Source: an optimization exercise on an open RTL-to-GDS flow (aim: small area, a short achievable clock period and few clock cycles). Production flows keep margins and buffers that such runs may drop.
Only simulation tests tie the RTL to the original design; equivalence was not proved.
Power figures rest on the tool's default switching activity, not on a simulated workload.

## flow/design.v

```verilog
package gmdfs_pkg;
   localparam int COORD_W = 4;
   localparam int CFG_W   = 5;
   localparam int LEN_W   = 9;
   localparam int CMD_W   = 2;
   localparam int REQ_W   = 32;
   localparam int RSP_W   = 16;
   localparam logic [CFG_W-1:0] SIZE_RESET = 5'd10;
   localparam logic [CMD_W-1:0] CMD_WRITE = 2'd0;
   localparam logic [CMD_W-1:0] CMD_SOLVE = 2'd1;
   localparam logic [CMD_W-1:0] CMD_READ  = 2'd2;
   localparam logic [2:0] CODE_OPEN = 3'b000;
   localparam logic [2:0] CODE_WALL = 3'b010;
   localparam logic [2:0] CODE_DEAD = 3'b011;
endpackage
module grid_maze_dfs_path_search (
   input  logic                            clock,
   input  logic                            reset,
   input  logic                            req_tvalid,
   output logic                            req_tready,
   input  logic [gmdfs_pkg::REQ_W-1:0]     req_tdata,
   output logic                            rsp_tvalid,
   input  logic                            rsp_tready,
   output logic [gmdfs_pkg::RSP_W-1:0]     rsp_tdata,
   input  logic                            csr_valid,
   output logic                            csr_ready,
   input  logic [0:0]                      csr_index,
   input  logic [gmdfs_pkg::CFG_W-1:0]     csr_wdata
);
   logic [15:0][15:0][2:0] g_ff;           
   logic [4:0]             rows_ff, cols_ff;
   logic                   rdy_ff;
   logic                   ex_v_ff;        
   logic [1:0]             ex_cmd_ff;
   logic                   ex_wall_ff;
   logic                   ini_ff;         
   logic                   run_ff;         
   logic                   fin_ff;         
   logic                   sok_ff;         
   logic                   found_ff;
   logic [15:0]            xr_ff, xc_ff;   
   logic [3:0]             er_ff, ec_ff;   
   logic [3:0]             cand_ff;        
   logic [1:0]             arr_ff;         
   logic [8:0]             dep_ff;         
   logic                   bot_ff;         
   logic                   pw_ff;          
   logic [3:0]             pr_ff, pc_ff;   
   logic [2:0]             pd_ff;
   logic                   r_v_ff;         
   logic [11:0]            r_d_ff;
   logic                   o_v_ff, s_v_ff;
   logic [11:0]            o_d_ff, s_d_ff;
   logic [15:0] rin, cin;                  
   always_comb begin
      for (int i = 0; i < 16; i++) begin
         rin[i] = (5'(i) < rows_ff);
         cin[i] = (5'(i) < cols_ff);
      end
   end
   logic [15:0] pr_oh, pc_oh;
   always_comb begin
      for (int i = 0; i < 16; i++) begin
         pr_oh[i] = (pr_ff == 4'(i));
         pc_oh[i] = (pc_ff == 4'(i));
      end
   end
   logic [15:0][15:0]      op;             
   logic [15:0][2:0]       row_v;          
   logic [15:0][2:0]       col_v;          
   logic [15:0]            ra, rb, rc;     
   logic [15:0]            cc;             
   logic                   rc_in;          
   logic [2:0]             x_g, x_v;       
   logic                   x_in;           
   logic                   p_hit;
   function automatic logic at_f(input logic [15:0] sel, input logic [15:0] v, input int off);
      logic o;
      o = 1'b0;
      for (int i = 0; i < 16; i++) begin
         if (i + off >= 0 && i + off < 16) o = o | (sel[i] & v[i + off]);
      end
      at_f = o;
   endfunction
   function automatic logic [1:0] at2_f(input logic [15:0] sel, input logic [15:0][2:0] v,
                                        input int off);
      logic [1:0] o;
      o = 2'b00;
      for (int i = 0; i < 16; i++) begin
         if (i + off >= 0 && i + off < 16) o = o | ({2{sel[i]}} & v[i + off][1:0]);
      end
      at2_f = o;
   endfunction
   always_comb begin
      for (int i = 0; i < 16; i++) begin
         for (int j = 0; j < 16; j++) begin
            op[i][j] = (g_ff[i][j][2:1] == 2'b00);
         end
      end
      row_v = '0;
      ra    = '0;
      rc    = '0;
      for (int i = 0; i < 16; i++) begin
         if (xr_ff[i]) row_v = row_v | g_ff[i];
         if (i < 15 && xr_ff[i + 1]) ra = ra | op[i];
         if (i > 0 && xr_ff[i - 1]) rc = rc | op[i];
      end
      col_v = '0;
      for (int i = 0; i < 16; i++) begin
         for (int j = 0; j < 16; j++) begin
            if (xc_ff[j]) col_v[i] = col_v[i] | g_ff[i][j];
         end
      end
      rc_in = |(xr_ff[14:0] & rin[15:1]);
      for (int j = 0; j < 16; j++) begin
         rb[j] = (row_v[j][2:1] == 2'b00) && cin[j];
         ra[j] = ra[j] && cin[j];
         rc[j] = rc[j] && cin[j] && rc_in;
      end
      for (int i = 0; i < 16; i++) begin
         cc[i] = (col_v[i][2:1] == 2'b00) && rin[i];
      end
      x_g = '0;
      for (int j = 0; j < 16; j++) begin
         if (xc_ff[j]) x_g = x_g | row_v[j];
      end
      p_hit = pw_ff && |(pr_oh & xr_ff) && |(pc_oh & xc_ff);
      x_v   = p_hit ? pd_ff : x_g;
      x_in  = |(xr_ff & rin) && |(xc_ff & cin);
   end
   logic [15:0] er_oh, ec_oh;
   logic [3:0]  n1;           
   logic [3:0]  nb0, nb1, nb2, nb3;   
   logic [1:0]  na0, na1, na2, na3;   
   logic [3:0]  nb_end;
   logic        has_cand;
   logic [1:0]  k;            
   logic [1:0]  mv;           
   logic [15:0] mr, mc;       
   logic [3:0]  cand_in;
   logic [1:0]  arr_in;
   logic        at_end;
   logic        r_end, c_end;
   always_comb begin
      for (int i = 0; i < 16; i++) begin
         er_oh[i] = (er_ff == 4'(i));
         ec_oh[i] = (ec_ff == 4'(i));
      end
      n1[0] = at_f(xc_ff, rb, 1);
      n1[1] = at_f(xr_ff, cc, 1);
      n1[2] = at_f(xc_ff, rb, -1);
      n1[3] = at_f(xr_ff, cc, -1);
      nb0   = {at_f(xc_ff, ra, 1), 1'b0, at_f(xc_ff, rc, 1), at_f(xc_ff, rb, 2)};
      nb1   = {1'b0, at_f(xc_ff, rc, -1), at_f(xr_ff, cc, 2), at_f(xc_ff, rc, 1)};
      nb2   = {at_f(xc_ff, ra, -1), at_f(xc_ff, rb, -2), at_f(xc_ff, rc, -1), 1'b0};
      nb3   = {at_f(xr_ff, cc, -2), at_f(xc_ff, ra, -1), 1'b0, at_f(xc_ff, ra, 1)};
      na0   = at2_f(xc_ff, row_v, 1);
      na1   = at2_f(xr_ff, col_v, 1);
      na2   = at2_f(xc_ff, row_v, -1);
      na3   = at2_f(xr_ff, col_v, -1);
      r_end      = |(xr_ff & er_oh);
      c_end      = |(xc_ff & ec_oh);
      nb_end[0]  = r_end && |(xc_ff[14:0] & ec_oh[15:1]);
      nb_end[1]  = c_end && |(xr_ff[14:0] & er_oh[15:1]);
      nb_end[2]  = r_end && |(xc_ff[15:1] & ec_oh[14:0]);
      nb_end[3]  = c_end && |(xr_ff[15:1] & er_oh[14:0]);
      has_cand   = |cand_ff;
      k          = cand_ff[0] ? 2'd0 : cand_ff[1] ? 2'd1 : cand_ff[2] ? 2'd2 : 2'd3;
      at_end     = nb_end[k];
      mv = has_cand ? k : (arr_ff + 2'd2);
      mr = xr_ff;
      mc = xc_ff;
      case (mv)
         2'd0:    mc = {xc_ff[14:0], 1'b0};
         2'd1:    mr = {xr_ff[14:0], 1'b0};
         2'd2:    mc = {1'b0, xc_ff[15:1]};
         default: mr = {1'b0, xr_ff[15:1]};
      endcase
      case (mv)
         2'd0:    begin cand_in = nb0; arr_in = na0; end
         2'd1:    begin cand_in = nb1; arr_in = na1; end
         2'd2:    begin cand_in = nb2; arr_in = na2; end
         default: begin cand_in = nb3; arr_in = na3; end
      endcase
      if (has_cand) begin
         arr_in = k;
      end else begin
         case (arr_ff)
            2'd0:    cand_in = cand_in & 4'b1110;
            2'd1:    cand_in = cand_in & 4'b1100;
            2'd2:    cand_in = cand_in & 4'b1000;
            default: cand_in = 4'b0000;
         endcase
      end
   end
   logic        ex_en, ex_done, fire, step, s_done;
   logic        g_we, w_mv;
   logic [2:0]  w_d;
   logic [11:0] res;
   logic        start_hit;
   logic        is_solve;
   assign fire      = req_tvalid && rdy_ff;
   assign ex_en     = ex_v_ff && !(r_v_ff && o_v_ff && s_v_ff);
   assign start_hit = r_end && c_end;
   assign is_solve  = (ex_cmd_ff == gmdfs_pkg::CMD_SOLVE);
   assign step      = ex_en && is_solve && run_ff;
   always_comb begin
      g_we   = 1'b0;
      w_mv   = 1'b0;
      w_d    = {1'b0, ex_wall_ff, 1'b0};
      s_done = 1'b0;
      if (ex_en) begin
         case (ex_cmd_ff)
            gmdfs_pkg::CMD_WRITE: begin
               g_we = 1'b1;
            end
            gmdfs_pkg::CMD_SOLVE: begin
               if (fin_ff) begin
               end else if (ini_ff) begin
                  g_we   = sok_ff;
                  w_d    = 3'b100;
                  s_done = !sok_ff || start_hit;
               end else if (!run_ff) begin
               end else if (has_cand) begin
                  g_we   = 1'b1;
                  w_mv   = 1'b1;
                  w_d    = {1'b1, k};
                  s_done = at_end;
               end else begin
                  g_we   = !bot_ff;
                  w_d    = gmdfs_pkg::CODE_DEAD;
                  s_done = bot_ff;
               end
            end
            default: ;
         endcase
      end
      ex_done = ex_en && (!is_solve || fin_ff);
      res = '0;
      if (ex_cmd_ff == gmdfs_pkg::CMD_READ) begin
         res[11:10] = x_in ? {x_v[2] | (x_v[1] & x_v[0]), !x_v[2] && x_v[1]} : 2'd1;
      end else if (is_solve) begin
         res[0]   = found_ff;
         res[9:1] = found_ff ? dep_ff : 9'd0;
      end
   end
   logic [3:0] wr_b, wc_b;
   always_comb begin
      wr_b = '0;
      wc_b = '0;
      for (int i = 0; i < 16; i++) begin
         if (w_mv ? mr[i] : xr_ff[i]) wr_b = wr_b | 4'(i);
         if (w_mv ? mc[i] : xc_ff[i]) wc_b = wc_b | 4'(i);
      end
   end
   always_ff @(posedge clock) begin
      if (reset) begin
         pw_ff <= 1'b0;
      end else begin
         pw_ff <= g_we;
      end
      pr_ff <= wr_b;
      pc_ff <= wc_b;
      pd_ff <= w_d;
   end
   logic [15:0] wr_n, wc_n;
   always_comb begin
      for (int i = 0; i < 16; i++) begin
         wr_n[i] = !(reset || (pw_ff && pr_oh[i]));
         wc_n[i] = !(reset || (pw_ff && pc_oh[i]));
      end
   end
   for (genvar r = 0; r < 16; r++) begin : g_row
      for (genvar c = 0; c < 16; c++) begin : g_col
         always_ff @(posedge clock) begin
            if (!(wr_n[r] || wc_n[c])) begin
               g_ff[r][c] <= reset ? gmdfs_pkg::CODE_OPEN : pd_ff;
            end
         end
      end
   end
   logic        take, r_go;
   logic        r_v_in, o_v_in, s_v_in;
   logic [11:0] o_d_in, s_d_in;
   logic        ex_v_in;
   logic [1:0]  ex_cmd_in;
   logic        fin_in;
   always_comb begin
      take   = o_v_ff && rsp_tready;
      r_go   = r_v_ff && !(o_v_ff && s_v_ff && !take);
      r_v_in = ex_done || (r_v_ff && !r_go);
      o_v_in = o_v_ff;
      o_d_in = o_d_ff;
      s_v_in = s_v_ff;
      s_d_in = s_d_ff;
      if (!o_v_ff || take) begin
         o_v_in = s_v_ff || r_go;
         o_d_in = s_v_ff ? s_d_ff : r_d_ff;
         s_v_in = s_v_ff && r_go;
         s_d_in = r_d_ff;
      end else if (r_go) begin
         s_v_in = 1'b1;
         s_d_in = r_d_ff;
      end
      ex_v_in   = fire || (ex_v_ff && !ex_done);
      ex_cmd_in = rdy_ff ? req_tdata[1:0] : ex_cmd_ff;
      fin_in    = !rdy_ff && (fin_ff ? !ex_done : s_done);
   end
   always_ff @(posedge clock) begin
      if (reset) begin
         rdy_ff  <= 1'b1;
         ex_v_ff <= 1'b0;
         ini_ff  <= 1'b0;
         run_ff  <= 1'b0;
         fin_ff  <= 1'b0;
         r_v_ff  <= 1'b0;
         o_v_ff  <= 1'b0;
         s_v_ff  <= 1'b0;
         rows_ff <= gmdfs_pkg::SIZE_RESET;
         cols_ff <= gmdfs_pkg::SIZE_RESET;
      end else begin
         rdy_ff  <= !ex_v_in || (((ex_cmd_in != gmdfs_pkg::CMD_SOLVE) || fin_in) &&
                                 !(r_v_in && o_v_in && s_v_in));
         ex_v_ff <= ex_v_in;
         r_v_ff  <= r_v_in;
         o_v_ff  <= o_v_in;
         s_v_ff  <= s_v_in;
         fin_ff  <= fin_in;
         if (rdy_ff) begin
            ini_ff <= 1'b0;
            run_ff <= 1'b0;
         end else if (ex_en && is_solve && !fin_ff) begin
            ini_ff <= !ini_ff && !run_ff;
            run_ff <= run_ff || (ini_ff && !s_done);
         end
         if (csr_valid) begin
            if (csr_index == 1'b0) rows_ff <= csr_wdata;
            else                   cols_ff <= csr_wdata;
         end
      end
   end
   logic [3:0] f_r, f_c;
   assign f_r = (req_tdata[1:0] == gmdfs_pkg::CMD_SOLVE) ? req_tdata[14:11] : req_tdata[5:2];
   assign f_c = (req_tdata[1:0] == gmdfs_pkg::CMD_SOLVE) ? req_tdata[18:15] : req_tdata[9:6];
   always_ff @(posedge clock) begin
      o_d_ff    <= o_d_in;
      s_d_ff    <= s_d_in;
      ex_cmd_ff <= ex_cmd_in;
      if (ex_done) begin
         r_d_ff <= res;
      end
      if (rdy_ff) begin
         ex_wall_ff <= req_tdata[10];
         er_ff      <= req_tdata[22:19];
         ec_ff      <= req_tdata[26:23];
         for (int i = 0; i < 16; i++) begin
            xr_ff[i] <= (f_r == 4'(i));
            xc_ff[i] <= (f_c == 4'(i));
         end
      end else if (step && !fin_ff) begin
         xr_ff <= mr;
         xc_ff <= mc;
      end
      if (ex_en && is_solve && !fin_ff) begin
         if (ini_ff) begin
            cand_ff  <= n1;
            dep_ff   <= 9'd1;
            bot_ff   <= 1'b1;
            found_ff <= sok_ff && start_hit;
         end else if (!run_ff) begin
            sok_ff   <= x_in && (x_v[2:1] == 2'b00);
         end else if (has_cand) begin
            cand_ff  <= cand_in;
            arr_ff   <= arr_in;
            dep_ff   <= dep_ff + 9'd1;
            bot_ff   <= 1'b0;
            found_ff <= at_end;
         end else begin
            cand_ff  <= cand_in;
            arr_ff   <= arr_in;
            dep_ff   <= dep_ff - 9'd1;
            bot_ff   <= (dep_ff == 9'd2);
            found_ff <= 1'b0;
         end
      end
   end
   assign req_tready = rdy_ff;
   assign csr_ready  = 1'b1;
   assign rsp_tvalid = o_v_ff;
   assign rsp_tdata  = {4'd0, o_d_ff};
endmodule
```

## flow/flow/run.sh

```bash
#!/bin/bash
set -euo pipefail
bash standard.sh SETUP_SLACK_MARGIN=6 finish > standard.log 2>&1
```

## flow/standard.sh

```bash
#!/bin/bash
# synth_recipe.tcl (not shown) runs the flow's synth.tcl, then flattens the netlist and writes it again
# the make line also repeats each setting of config.mk as NAME=value (left out here)
make -C /OpenROAD-flow-scripts/flow DESIGN_CONFIG=/design/flow/config.mk WORK_HOME=/design/flow/orfs CLKGATE_MAP_FILE= SYNTH_SCRIPT=/design/flow/synth_recipe.tcl "${@:-finish}"
```

## flow/config.mk

```make
export PLATFORM = sky130hd
export DESIGN_NAME = grid_maze_dfs_path_search
export DESIGN_NICKNAME = grid_maze_dfs_path_search
export VERILOG_FILES = /design/flow/design.v
export SDC_FILE = /design/flow/constraint.sdc
export NUM_CORES = 4
export LEC_CHECK = 0
export CAP_MARGIN = 20
export CORE_MARGIN = 2
export CORE_UTILIZATION = 60
export SLEW_MARGIN = 20
```

## flow/constraint.sdc

```tcl
create_clock -name core_clock -period 9.0 [get_ports {clock}]
set_input_delay 1.8000 -clock core_clock [delete_from_list [all_inputs] [get_ports {clock}]]
set_output_delay 1.8000 -clock core_clock [all_outputs]
set_load 0.01 [all_outputs]
```

==> metrics.log <==
[metrics] die height: 285 um
[metrics] Avg Cell Area, Syn: 11.1 sq um
[metrics] root buffer selected by CTS: clkbuf_16
[metrics] Synth Cell Area: 0.0473 sq mm
[metrics] total of hold buffers inserted after clock tree synthesis: 0
[metrics] top cell type by total area after synthesis: edfxtp_1
[metrics] die outline width: 285 um
[metrics] remaining global-route overflow: 199
[metrics] detailed-placement wirelength estimate: 185 mm
[metrics] error message: [ERROR GRT-0116] Global routing finished with congestion. Check the congestion regions in the DRC Viewer.
[metrics] number of warnings reported in the yosys synthesis log: 3
[metrics] site row count: 102
[metrics] starting density of the core: 0.609
[metrics] stage at which the run stopped: global routing
[metrics] EDFF count, synth: 863
[metrics] vias in the first global route: 50.7k
[metrics] TritonCTS buffer count: 93
[metrics] Cells after Synth: 4268
[metrics] clk buf depth: 3
[metrics] largest net degree at the start of global routing: 127
[metrics] routability congestion estimate: 1.56
[metrics] number of I/O port buffers: 51
[metrics] top post-synthesis cells by area: edfxtp_1 55%, a22oi_1 6.8%, a221oi_1 5.5%
[metrics] post-synthesis register bit count: 895
[metrics] global router's overall resource usage: 0.787
[metrics] fraction of synthesized cell area taken by the top area cell type: 0.548
[metrics] total I/O pin count: 62
[metrics] global-route wire length before repair: 441 mm
[metrics] Unique masters post-synth: 84
[metrics] placement-stage cell area: 0.0484 sq mm
[metrics] commonest register cell after synthesis: edfxtp_1
[metrics] Async SR Flop Fraction: 0
[metrics] number of levels the H-tree was split into: 3
[metrics] number of clock sinks seen by CTS: 895
[metrics] status: did not finish
[metrics] post-synthesis sequential area ratio: 0.561
==> power by group through the flow <==
stage / combinational, mW / clock (mW) / sequential (mW)
global placement: 1.98 / 0 / 5.14
CTS: 2.47 / 4.06 / 5.06
detailed placement: 2.01 / 0 / 5.15
floorplan: 1.17 / 0 / 4.93
==> cell usage after synthesis (16+ instances only) <==
library cell and instances:
a21oi_1 128, a221oi_1 297, a222oi_1 16, a22o_1 294, a22oi_1 426, a31oi_1 37
and2_1 22, and3_1 26, and4_1 57, buf_1 54, buf_2 163, buf_4 20
clkbuf_1 140, dfxtp_1 32, edfxtp_1 863, inv_1 50, mux2_2 21, nand2_1 183
nand3_1 120, nand4_1 88, nor2_1 643, nor2b_1 26, nor3_1 42, nor3b_1 28
nor4_1 28, o21ai_0 91, o22ai_1 90, o31ai_1 19
==> cell families after synthesis <==
family / after synthesis / share of synthesized area
xor+xnor: 6 / 0.00111
flops: 895 / 0.561
buf+inv: 448 / 0.0430
fa+ha+maj: 9 / 0.00249
mux: 36 / 0.00896
simple gates: 1323 / 0.133
other cells: 2 / 0.000159
compound gates: 1549 / 0.250
==> per-stage QoR <==
step	total power, mW	setup WS (ns)	instances	util
2_1_floorplan	6.10	4.08	4271	-
4_1_cts	11.6	5.77	5366	0.708
3_5_place_dp	7.16	4.20	5077	0.623
3_3_place_gp	7.12	4.30	5077	0.623
==> timing repair <==
item                                    in CTS
endpoints found under the hold margin        0
buffers inserted                            84
gates cloned                                32
gates resized for setup                    484
endpoints found under the setup margin    1561
pin swaps                                   73
==> layer usage <==
layer,global-route usage,GRT overflow
met5,0.486,0
met4,0.700,81
met3,0.706,7
met2,0.885,97
met1,0.818,14
==> how the worst max path moves through the flow <==
| stage | startpoint | to | slack, ns |
|---|---|---|---|
| CTS | xc_ff[5] | cand_ff[1] | 5.77 |
| detailed placement | reset | g_ff[289] | 4.20 |
| floorplan | reset | g_ff[0] | 4.08 |
| global placement | reset | g_ff[92] | 4.30 |
Testbench counts, summed over its fixed seeds: cycles 32,240.
